This design comes from an exercise in tuning for small area, a short achievable clock period and few clock cycles per item on the open sky130 flow, not from production work.
RTL that was checked went through simulation tests only; none was proved equivalent to the original.

## exp/delta
// joystick_to_arm_joint_rates
module joystick_to_arm_joint_rates (
  input  logic                             clk,
  input  logic                             rst_n,
  input  logic                             in_tvalid,
  output logic                             in_tready,
  input  logic [jaj_pkg::IN_DATA_W-1:0]    in_tdata,
  output logic                             out_tvalid,
  input  logic                             out_tready,
  output logic [jaj_pkg::OUT_DATA_W-1:0]   out_tdata,
  input  logic                             cfg_we,
  input  logic [jaj_pkg::CFG_ADDR_W-1:0]   cfg_addr,
  input  logic [jaj_pkg::CFG_DATA_W-1:0]   cfg_wdata
);
For scale: roughly 10000 cells after synthesis, about 0.081 sq mm of cells after synthesis.
Settings: LEC_CHECK=0, CAP_MARGIN=20, CORE_MARGIN=2, CORE_UTILIZATION=40, SLEW_MARGIN=20; clock period 6.0 ns.
run.sh (not shown) runs the stock make flow with config.mk's settings and CLKGATE_MAP_FILE= SYNTH_SCRIPT=/design/flow/synth_recipe.tcl, a recipe that flattens the netlist after the stock synthesis.
Finished, but not clean: exp/delta, with setup timing.
Setup changes, exp/delta to exp/cedar
# exp/delta
export LEC_CHECK = 0
export CAP_MARGIN = 20
export CORE_MARGIN = 2
export CORE_UTILIZATION = 40
export SLEW_MARGIN = 20
create_clock -name core_clock -period 6.0 [get_ports {clk}]
# exp/cedar
export LEC_CHECK = 0
export ABC_AREA = 1
export CAP_MARGIN = 20
export CORE_MARGIN = 2
export CORE_UTILIZATION = 40
export SLEW_MARGIN = 20
create_clock -name core_clock -period 6.0 [get_ports {clk}]
--- outcome ---
- exp/cedar ended with every stage complete and zero timing, DRC or antenna violations.
- When exp/cedar is measured against exp/delta, its met3 capacity usage during global routing turns out 0.52 points higher.
- Non-clock buffer count: exp/cedar and exp/delta compared, lower one is exp/cedar
- Number of setup violations in the final report in exp/cedar vs exp/delta: down 7
- Taking exp/delta as the reference point, the chip width of exp/cedar falls by 4.0%.
- Diff exp/delta..exp/cedar | proportion of register bits with asynchronous set or reset after synthesis | unchanged
- exp/cedar vs. exp/delta: part of the cycle the worst path needs now sits lower; maximum number of pins on one net before global-route repair -about 22%; area of all placed cells without fillers down about 15%.
No functional check of the RTL was part of any run of this note.

---

sierra:
Another version of the RTL of joystick_to_arm_joint_rates (not shown whole).
For scale: ~8600 cells after synthesis, about 540 flip-flops, roughly 71000 um^2 of cells after synthesis.
// joystick_to_arm_joint_rates
module joystick_to_arm_joint_rates (
  input  logic                             clk,
  input  logic                             rst_n,
  input  logic                             in_tvalid,
  output logic                             in_tready,
  input  logic [jaj_pkg::IN_DATA_W-1:0]    in_tdata,
  output logic                             out_tvalid,
  input  logic                             out_tready,
  output logic [jaj_pkg::OUT_DATA_W-1:0]   out_tdata,
  input  logic                             cfg_we,
  input  logic [jaj_pkg::CFG_ADDR_W-1:0]   cfg_addr,
  input  logic [jaj_pkg::CFG_DATA_W-1:0]   cfg_wdata
);
  localparam int PW = 80 + 2 + 2 + 1;    
  logic               thr_en_r;
  logic signed [15:0] thr_min_r, thr_max_r;
  logic [7:0]         claw_min_r, claw_max_r, claw_port_r;
  logic               wr_thr;
  assign wr_thr = cfg_we && (cfg_addr == 3'd1 || cfg_addr == 3'd2);
  always_ff @(posedge clk) begin
    if (!rst_n) begin
      thr_en_r    <= 1'b1;
      thr_min_r   <= -16'sd32768;
      thr_max_r   <= 16'sd32767;
      claw_min_r  <= 8'd8;
      claw_max_r  <= 8'd63;
      claw_port_r <= 8'd12;
    end else if (cfg_we) begin
      case (cfg_addr)
        3'd0: thr_en_r    <= cfg_wdata[0];
        3'd1: thr_min_r   <= cfg_wdata;
        3'd2: thr_max_r   <= cfg_wdata;
        3'd3: claw_min_r  <= cfg_wdata[7:0];
  ...
Settings: LEC_CHECK=0, ABC_AREA=1, CAP_MARGIN=20, CORE_MARGIN=2, CORE_UTILIZATION=40, SETUP_SLACK_MARGIN=0.7, SLEW_MARGIN=20; clock period 6.0 ns.
sierra has completed all stages; timing, DRC and antenna checks passed.
Testbench counts of sierra, summed over its fixed seeds: cycles 8,267, items 8,000.
Input changes introduced in violet (baseline for comparison: sierra):
Settings: an added CTS_BUF_LIST of sky130_fd_sc_hd__clkbuf_8; a change of CORE_UTILIZATION from 40 to 55; a change of SETUP_SLACK_MARGIN from 0.7 to 0.4.
[summary]
Wire length per cell after detailed routing is lower on sierra
[violet] cell area after layout fell about 7% relative to sierra
Per the comparison of violet with sierra, sequential cell area share now sits higher, met2 routed wirelength dropped about 4.5%, placed instance area shows a reduction of 1.5%.
Diff sierra -> violet | area of the multi-input gates | down by a few percent
sierra → violet: core utilization of the finished layout rose 14 points; wire length of the first global-routing pass fell about 3.2%.
Setup changes, violet to lagoon
Settings: clearing CTS_BUF_LIST, which used to be sky130_fd_sc_hd__clkbuf_8; swapping 55 for 40 in CORE_UTILIZATION; swapping 0.4 for 0.5 in SETUP_SLACK_MARGIN; putting TNS_END_PERCENT at 30 where nothing was set.
### Flow results
Comparing the two runs side by side, lagoon comes out behind violet on final wirelength.
First-iteration DRC count on lagoon is ahead of violet.
Higher post-route worst setup slack was reported by lagoon, not violet.
In the final reports, the cell area of lagoon is larger than that of violet.
Of lagoon and violet, it is lagoon that has the higher number of placed instances with taps included.
[compare] base=violet new=lagoon: setup violation total in the final timing report has remained practically unchanged; die area saw an increase; sequential standard cell area was more or less identical; portion of the clock cycle consumed by the worst path in the final layout fell by 0.52 points.
Input changes introduced in xenon (baseline for comparison: lagoon):
Settings: SETUP_SLACK_MARGIN now 0.4, was 0.5; TNS_END_PERCENT now 10, was 30.
Findings:
- xenon: full flow OK, the timing, DRC and antenna checks passed
- lagoon -> xenon: die area delta 0, exact match
- Relative to lagoon, count of buffers added by post-CTS timing repair for setup has decreased by 26 in xenon.
- Via count of xenon falls short of that of lagoon slightly.
- Number of filler instances in the final layout on xenon is up relative to lagoon.
- Core utilization: xenon lower than lagoon
- The global-route wire length before repair was comparable across xenon and lagoon.

---

Starting RTL as in the previous note.
// joystick_to_arm_joint_rates
module joystick_to_arm_joint_rates (
  input  logic                             clk,
  input  logic                             rst_n,
  input  logic                             in_tvalid,
  output logic                             in_tready,
  input  logic [jaj_pkg::IN_DATA_W-1:0]    in_tdata,
  output logic                             out_tvalid,
  input  logic                             out_tready,
  output logic [jaj_pkg::OUT_DATA_W-1:0]   out_tdata,
  input  logic                             cfg_we,
  input  logic [jaj_pkg::CFG_ADDR_W-1:0]   cfg_addr,
  input  logic [jaj_pkg::CFG_DATA_W-1:0]   cfg_wdata
);
Settings: LEC_CHECK=0, ABC_AREA=1, CAP_MARGIN=5, CORE_MARGIN=2, CORE_UTILIZATION=40, SLEW_MARGIN=5; clock period 6.0 ns.
The starting point finished with timing, DRC and antenna clean.
Testbench counts at the start, summed over its fixed seeds: cycles 8,267, items 8,000.
==> next run, changes <==
Settings changed: CAP_MARGIN 5 to 20, SLEW_MARGIN 5 to 20.
What happened: Worst setup slack does not change. Cell count stays the same. Design area stays the same. Synthesized cell count does not change. Area after synthesis does not change. Maximum frequency stays the same. Via count is unchanged. Sequential share of layout area stays the same. Sequential cell count does not change. Utilization stays the same.
==> next run, changes <==
Settings changed: SETUP_SLACK_MARGIN from default to 0.4.
Area after synthesis stays the same.
Clock skew went down by 0.013 ns.
Sequential share of layout area went down by 0.52 points.
Worst setup slack improved by 0.27 ns.
Die area stays the same.
Final cell count increases by about 1%.
Core utilization climbs by 1.3 points.
Global-route usage is about the same.
Cell area increases by about 3%.

---

Another version of the RTL of joystick_to_arm_joint_rates (not shown whole).
Size in the first run: roughly 8,800 cells after synthesis, roughly 610 flip-flops, about 250 I/O pins.
clock: 6.0 ns
lec_check: 0
abc_area: 1
cap_margin: 20
core_margin: 2
core_utilization: 40
slew_margin: 20
The baseline produced a clean layout.
Change:
SETUP_SLACK_MARGIN = 0.6   (was default)
What happened:
- The new run ran to the end with no violations
- worst hold slack barely changes
- cell count rose slightly
- first-iteration DRC count went up by a few percent
- count of clock-buffer cells in the layout does not change
- synthesized area stays the same
- cell area rises by a few percent
- non-clock buffer count rose by 164
Function was not checked in any run of this note: the RTL went through the layout flow alone.

-- re-timing with driven ports --
The results above use ideal ports. As a check the final layouts listed here were re-extracted and re-timed, cells and wires unchanged.
Step 1, drivers: a clkbuf_16 drives clk and a buf_2 each remaining input, both assumed.
Step 2, shift: input delay + t, output delay - t, t = (earliest + latest rising clock arrival at the registers) / 2. This alone moves slack from input paths to output paths.
Three values: no drivers, after step 1, after step 2; two values: the first two.
| run | t, ns | setup WS [ns] | hold WS [ns] | worst register clock-pin slew, ns | cell pins on the clock port's net |
|---|---|---|---|---|---|
| exp/delta | 0.797 | -0.033 / -0.033 / -0.033 | 0.392 / 0.392 / 0.392 | 0.08 / 0.08 | 1 |
| exp/cedar | 0.792 | 0.240 / 0.240 / 0.240 | 0.377 / 0.377 / 0.377 | 0.07 / 0.07 | 1 |
| sierra | 0.764 | 0.565 / 0.565 / 0.565 | 0.395 / 0.395 / 0.395 | 0.08 / 0.08 | 1 |
| violet | 0.859 | 0.523 / 0.523 / 0.523 | 0.410 / 0.410 / 0.410 | 0.08 / 0.08 | 1 |
| lagoon | 0.804 | 0.555 / 0.555 / 0.555 | 0.405 / 0.405 / 0.405 | 0.07 / 0.07 | 1 |
| xenon | 0.799 | 0.476 / 0.476 / 0.476 | 0.404 / 0.404 / 0.404 | 0.08 / 0.08 | 1 |
| the first run of note 3 | 0.797 | 0.278 / 0.278 / 0.278 | 0.404 / 0.404 / 0.404 | 0.07 / 0.07 | 1 |
| the second run of note 3 | 0.797 | 0.278 / 0.278 / 0.278 | 0.404 / 0.404 / 0.404 | 0.07 / 0.07 | 1 |
| the third run of note 3 | 0.780 | 0.546 / 0.546 / 0.546 | 0.406 / 0.406 / 0.406 | 0.06 / 0.06 | 1 |
| the first run of note 4 | 0.766 | 0.371 / 0.371 / 0.371 | 0.396 / 0.396 / 0.396 | 0.07 / 0.07 | 1 |
| the second run of note 4 | 0.772 | 0.723 / 0.723 / 0.723 | 0.396 / 0.396 / 0.396 | 0.07 / 0.07 | 1 |
